Source: an optimization exercise on an open RTL-to-GDS flow (aim: small area). Production flows keep margins and buffers that such runs may drop. Function was checked by simulation only, so behaviour that the tests miss may differ from the original. Power figures rest on the tool's default switching activity, not on a simulated workload.

$ cat config.mk
export PLATFORM = sky130hd
export DESIGN_NAME = rpc_chan_pipe
export DESIGN_NICKNAME = rpc_chan_pipe
export VERILOG_FILES = /design/flow/design.v
export SDC_FILE = /design/flow/constraint.sdc
export NUM_CORES = 4
export LEC_CHECK = 0
export CAP_MARGIN = 20
export CORE_AREA = 5 5 445 445
export DIE_AREA = 0 0 450 450
export SLEW_MARGIN = 20
$ cat constraint.sdc
create_clock -name core_clock -period 5.0 [get_ports {clk_i}]
set_input_delay 1.0000 -clock core_clock [delete_from_list [all_inputs] [get_ports {clk_i}]]
set_output_delay 1.0000 -clock core_clock [all_outputs]
set_load 0.01 [all_outputs]
$ cat design.v
module rpc_chan_pipe #(
    parameter int unsigned NumChan    = 5,
    parameter int unsigned DataWidth  = 128,
    parameter int unsigned Depth      = 2,
    parameter int unsigned WdogCycles = 1024,
    localparam int unsigned OccW      = (Depth < 1) ? 1 : $clog2(Depth + 1)
) (
    input  logic                         clk_i,
    input  logic                         rst_i,
    input  logic                         flush_i,
    input  logic [NumChan-1:0]           in_valid_i,
    output logic [NumChan-1:0]           in_ready_o,
    input  logic [NumChan*DataWidth-1:0] in_data_i,
    output logic [NumChan-1:0]           out_valid_o,
    input  logic [NumChan-1:0]           out_ready_i,
    output logic [NumChan*DataWidth-1:0] out_data_o,
    output logic [NumChan*OccW-1:0]      occ_o,
    input  logic                         wdog_clr_i,
    output logic [NumChan-1:0]           wdog_o
);
    if (Depth == 0) begin : g_bypass
        logic unused_bypass;
        assign in_ready_o    = out_ready_i;
        assign out_valid_o   = in_valid_i;
        assign out_data_o    = in_data_i;
        assign occ_o         = '0;
        assign unused_bypass = ^{flush_i, clk_i, rst_i};
    end else begin : g_fifo
        localparam int unsigned     PtrW    = (Depth < 2) ? 1 : $clog2(Depth);
        localparam logic [PtrW-1:0] LastPtr = PtrW'(Depth - 1);
        localparam logic [OccW-1:0] Full    = OccW'(Depth);
        logic init_q;
        always_ff @(posedge clk_i or posedge rst_i) begin
            if (rst_i) begin
                init_q <= 1'b0;
            end else begin
                init_q <= 1'b1;
            end
        end
        for (genvar c = 0; c < NumChan; c++) begin : g_chan
            logic [PtrW-1:0]                  wr_ptr_q, wr_ptr_d;
            logic [PtrW-1:0]                  rd_ptr_q, rd_ptr_d;
            logic [OccW-1:0]                  cnt_q, cnt_d;
            logic [Depth*DataWidth-1:0]       mem_q, mem_d;
            logic                             push, pop;
            assign in_ready_o[c]  = init_q && (cnt_q != Full) && !flush_i;
            assign out_valid_o[c] = (cnt_q != '0);
            assign push           = in_valid_i[c] & in_ready_o[c];
            assign pop            = out_valid_o[c] & out_ready_i[c];
            assign out_data_o[c*DataWidth +: DataWidth] = mem_q[rd_ptr_q*DataWidth +: DataWidth];
            assign occ_o[c*OccW +: OccW]                = cnt_q;
            always_comb begin
                mem_d    = mem_q;
                wr_ptr_d = wr_ptr_q;
                rd_ptr_d = rd_ptr_q;
                for (int unsigned d = 0; d < Depth; d++) begin
                    if (push && (wr_ptr_q == PtrW'(d))) begin
                        mem_d[d*DataWidth +: DataWidth] = in_data_i[c*DataWidth +: DataWidth];
                    end
                end
                if (push) begin
                    wr_ptr_d = (wr_ptr_q == LastPtr) ? '0 : wr_ptr_q + PtrW'(1);
                end
                if (pop) begin
                    rd_ptr_d = (rd_ptr_q == LastPtr) ? '0 : rd_ptr_q + PtrW'(1);
                end
                cnt_d = cnt_q + OccW'(push) - OccW'(pop);
                if (flush_i) begin
                    wr_ptr_d = '0;
                    rd_ptr_d = '0;
                    cnt_d    = '0;
                end
            end
            always_ff @(posedge clk_i or posedge rst_i) begin
                if (rst_i) begin
                    wr_ptr_q <= '0;
                    rd_ptr_q <= '0;
                    cnt_q    <= '0;
                    mem_q    <= '0;
                end else begin
                    wr_ptr_q <= wr_ptr_d;
                    rd_ptr_q <= rd_ptr_d;
                    cnt_q    <= cnt_d;
                    mem_q    <= mem_d;
                end
            end
        end
    end
    localparam int unsigned    WdW     = $clog2(WdogCycles + 1);
    localparam logic [WdW-1:0] WdMax   = WdW'(WdogCycles);
    localparam bit             FlushEn = (Depth != 0);
    for (genvar c = 0; c < NumChan; c++) begin : g_wdog
        logic [WdW-1:0] wd_cnt_q, wd_cnt_d;
        logic           wd_flag_q, wd_flag_d;
        always_comb begin
            if (!(out_valid_o[c] && !out_ready_i[c]) || (FlushEn && flush_i)) begin
                wd_cnt_d = '0;
            end else if (wd_cnt_q != WdMax) begin
                wd_cnt_d = wd_cnt_q + WdW'(1);
            end else begin
                wd_cnt_d = wd_cnt_q;
            end
            wd_flag_d = ((wd_cnt_d == WdMax) && (wd_cnt_q != WdMax))
                      || (wd_flag_q && !wdog_clr_i);
        end
        always_ff @(posedge clk_i or posedge rst_i) begin
            if (rst_i) begin
                wd_flag_q <= 1'b0;
                wd_cnt_q  <= '0;
            end else begin
                wd_flag_q <= wd_flag_d;
                wd_cnt_q  <= wd_cnt_d;
            end
        end
        assign wdog_o[c] = wd_flag_q;
    end
endmodule
$ cat run.sh
#!/bin/bash
# synth_recipe.tcl (not shown) runs the flow's synth.tcl, then flattens the netlist and writes it again
# the make line also repeats each setting of config.mk as NAME=value (left out here)
make -C /OpenROAD-flow-scripts/flow DESIGN_CONFIG=/design/flow/config.mk WORK_HOME=/design/flow/orfs CLKGATE_MAP_FILE= SYNTH_SCRIPT=/design/flow/synth_recipe.tcl finish
==> summary.txt <==
----------------------------------------------------
[Route]
  Drt initial violations ... 1726
  Via/cell ratio ... 4.76
  DRC Markers ... 0
  ANT nets after route ... 0
  Number of optimization iterations in the first detailed-route pass ... 6
  WL final ... 198000 µm
  Total number of vias ... 37800
  Post-detailed-route wirelength per cell ... 25.0 µm

[Worst hold path]
  Hold path startpoint ... g_fifo.g_chan[3].mem_q[3]
  Hold Path Class ... reg2reg
  Worst hold path depth ... 1
  Terminating pin of the worst hold path ... g_fifo.g_chan[3].mem_q[3]

[GRT]
  Total routing usage reported by global routing ... 19.1%
  Initial antenna violation count ... 54
  Wire length of the first global-routing pass ... 290000 µm
  Maximum number of pins on one net before global-route repair ... 137
  Overflow after GRT ... 0
  Vias in the first global route ... 41000

[Logic synthesis]
  Area of the mapped netlist ... 0.0604 mm²
  Area share of and/or/nand/nor cells after synthesis ... 2.01%
  Syn Nets ... 4599
  Cell count after synthesis ... 3925
  Adder-cell share of the synthesized area ... 0.431%
  Combinational family with the most area after synthesis ... multiplexers
  Register bit total from synthesis ... 1361
  Yosys warning count ... 1
  Avg Cell Area, Syn ... 15.4 µm²
  Share of the yosys chip area belonging to registers ... 56.4%
  Fraction of the mapped netlist area in compound gates ... 0.605%
  Mux cell area share after synthesis ... 37.1%
  Synth cell types ... 56
  Parity-gate share of the synthesized area counting xor and xnor cells ... 1.04%

[Run]
  Maximum Capacitance Violations ... 0

[Place]
  Worst Setup Slack post-DPL ... 0.956 ns
  Detail Placement HPWL ... 147000 µm
  Placer congestion estimate ... 0.884
  I/O Buffers ... 1318

[STA]
  Final Cycle Share ... 82.1%
  Maximum achievable frequency ... 244 MHz
  Worst-margin pin slew ... 1.06 ns
  Slew headroom ... 29.6%
  Pins over their slew limit ... 0
  Number of setup violations in the final report ... 0
  Setup repair after global routing missed its margin ... false
  Minimum setup slack in the final design ... 0.896 ns
  Accumulated negative setup slack ... 0 ns
  Post-layout min period ... 4.10 ns
  Final clock skew ... 0.0222 ns
  Final Hold Violating Endpoints ... 0

[Pwr]
  Peak supply drop ... 0.353 mV
  Leakage power total ... 35.2 nW
  Pwr/cell area ... 627 mW/mm²

[Worst setup path]
  Reg-to-Reg End ... g_fifo.g_chan[4].mem_q[218]
  Kind of capture point of the worst setup path ... primary output
  FF-to-FF setup slack ... 1.95 ns
  Cell chain of the critical path ... buf_4, mux2_2, clkdlybuf4s50_1
  Required time reported for the critical path endpoint ... 4.00 ns
  R2r startpoint ... g_fifo.init_q
  Max stage delay cell, worst path ... sky130_fd_sc_hd__dfrtp_4
  Largest driver fanout on the critical path ... 40
  Critical path type ... reg2out
  Critical Path Source Type ... flip-flop
  Worst Reg2Reg Path Length in Cells ... 6
  Delay of the slowest cell on the worst path ... 0.84 ns
  WP data arrival ... 3.10 ns

[Layout]
  Total number of nets in the final design ... 5922
  Ratio of cells with drive above 1 in the final layout ... 42.4%
  Most frequent cells in the layout ... sky130_fd_sc_hd__mux2_2 (1706), sky130_fd_sc_hd__dfrtp_1 (1356), sky130_fd_sc_hd__clkdlybuf4s50_1 (1317), sky130_fd_sc_hd__mux2_4 (209), sky130_fd_sc_hd__clkbuf_16 (166)
  Commonest non-fill, non-tap cell in the layout ... sky130_fd_sc_hd__mux2_2
  Area growth syn-to-layout ... 35.7%

[CTS]
  CTS tree ... yes
  Maximum buffer depth of the clock tree ... 3
  Setup fix buffers added after clock tree synthesis ... 0
  Total of cells resized after clock tree synthesis ... 0
  Clock input transition at the sequential cells of the worst setup and hold paths ... 0.06 ns
  Insertion delay of the later-clocked pin in the worst-skew pair ... 0.78 ns
  CTS H-Tree Depth ... 4
  Root Buffer Master ... sky130_fd_sc_hd__clkbuf_16
  Clock net sink count ... 1361
  Num CTS Buffers ... 161
  Number of hold-repair buffers added at the cts stage ... 0

[Floorplanning]
  Effective utilization at floorplan ... 31.4%
  Total die area ... 0.203 mm²
  Count of standard-cell rows ... 161
  Area inside the core boundary ... 0.193 mm²
  I/O pins ... 1319
  Die span in x ... 450 µm
  Die H ... 450 µm

[Run status]
  Run status ... complete, no violations

----------------------------------------------------
## synth_stat cells, drive strengths merged
cell / count / share of area (%)
o31a: 2 / 0.029
dfrtp: 1361 / 56
a211oi: 3 / 0.037
a21oi: 19 / 0.21
buf: 145 / 1.7
nand4: 17 / 0.19
xor2: 36 / 0.52
a311oi: 2 / 0.029
nand3b: 9 / 0.11
nor3: 10 / 0.091
and3: 6 / 0.062
nand4b: 4 / 0.058
o41ai: 1 / 0.014
o31ai: 2 / 0.025
ha: 20 / 0.41
xnor2: 36 / 0.52
mux2i: 1 / 0.017
nand3: 27 / 0.22
clkbuf: 95 / 0.60
a21bo: 3 / 0.050
nand2: 20 / 0.13
a31oi: 4 / 0.041
a22o: 1 / 0.014
mux2: 1920 / 37
nor2: 82 / 0.51
a41oi: 2 / 0.029
nor4: 2 / 0.021
maj3: 1 / 0.017
o32ai: 2 / 0.029
a2111o: 2 / 0.037
or3: 5 / 0.052
or2: 6 / 0.070
o2111ai: 1 / 0.014
and2: 2 / 0.021
and4: 6 / 0.087
a32o: 1 / 0.017
nor4b: 8 / 0.12
nand2b: 15 / 0.17
conb: 1 / 0.0062
o21ai: 3 / 0.025
nor2b: 10 / 0.10
inv: 32 / 0.20
## critical path: cells and delay by family, from the launching register on
family,cells,cell delay [ns]
buffers and inverters,2,1.01
DFF,1,0.84
muxes,1,0.45
## kinds of logic after synthesis
family / after synthesis
and+or+nand+nor: 229
muxes: 1921
other: 1
xor gates and xnor gates: 72
buffers and inverters: 272
AOI/OAI and AO/OA: 48
DFF: 1361
adders and majority gates: 21
## sequential cells by signal (all words and copies together), names as in the netlist
name and flops:
g_fifo.g_chan.mem_q 1280, g_fifo.g_chan.rd_ptr_q 5, g_wdog.wd_flag_q 5, g_fifo.g_chan.cnt_q 10, g_fifo.g_chan.wr_ptr_q 5, g_fifo.init_q 1
g_wdog.wd_cnt_q 55
## layout make-up
type                    instances  area, µm²
fillers                     17600     111000
flip-flops and latches       1361      34100
multi-input cells            2292      25000
repair buffers               1400      14200
clock buffers                 245       4820
well taps                    2526       3160
clock inverters                51        623
inverters                      32        124
diodes                         22       55.1
## report_power, final
part	internal [W]	total (W)	switching [W]	leakage, nW
logic	0.0126	0.0211	0.00856	15.7
clock network	0.00719	0.0120	0.00480	2.69
registers	0.0158	0.0183	0.00247	16.8
## stage by stage
| step | hold slack [ns] | cells | power (W) | utilization (%) | cell area [µm²] |
|---|---|---|---|---|---|
| 2_1_floorplan | 0.452 | 3925 | 0.0288 | - | 60400 |
| 3_3_place_gp | 0.472 | 7611 | 0.0393 | 39.7 | 76500 |
| 3_5_place_dp | 0.479 | 7611 | 0.0397 | 39.7 | 76500 |
| 4_1_cts | 0.495 | 7907 | 0.0521 | 42.6 | 82000 |
| 5_1_grt | 0.507 | 7923 | 0.0540 | 42.6 | 82000 |
| 6_report | 0.490 | 7929 | 0.0514 | 42.6 | 82000 |
## metal layers
metal  share of wire, %  vias to the layer above  global-route usage (%)  wire length (µm)
met5               0.12                        -                       0               242
met4                3.4                       36                    6.55              6770
met3                6.9                      311                    6.37             13600
met2                 50                      982                    32.6             98600
met1                 40                    19700                    22.5             79100
li1                   -                    16700                       -                 -
## how the worst max path moves through the flow
stage                                   start  cells past startpoint                           to
CTS                 g_fifo.g_chan[2].rd_ptr_q                      3              out_data_o[356]
finish              g_fifo.g_chan[0].rd_ptr_q                      3               out_data_o[73]
global placement                in_valid_i[4]                      5  g_fifo.g_chan[4].mem_q[190]
floorplan                               rst_i                      1    g_fifo.g_chan[0].cnt_q[0]
global route        g_fifo.g_chan[4].rd_ptr_q                      3              out_data_o[577]
detailed placement              in_valid_i[4]                      5  g_fifo.g_chan[4].mem_q[215]

-- port drivers added, routing unchanged --
Ports are ideal in the flow. The routed layout listed here was re-timed in OpenROAD.
Step 1 sets driving cells, clkbuf_16 on the clock port and buf_2 on the other inputs (assumed; they add their load-dependent delay and slew).
Step 2 adds t to the input delays and takes it off the output delays; t is the mean of the earliest and latest rising clock arrival at the registers after step 1. Input paths then give back, and output paths get back, about the clock's delay inside the block.
a / b / c = ideal / step 1 / step 2; a / b = the first two.
shift t [ns]: 0.852
setup slack, ns: 0.896 / 0.812 / 1.040
latest minus earliest clock arrival (ns): 0.026 / 0.026
worst slew at a driven data input, ns: 0.30
After both steps setup and hold are still met in this run. For this run, drivers alone change the setup slack by -0.084 ns; drivers and shift together by +0.144 ns.
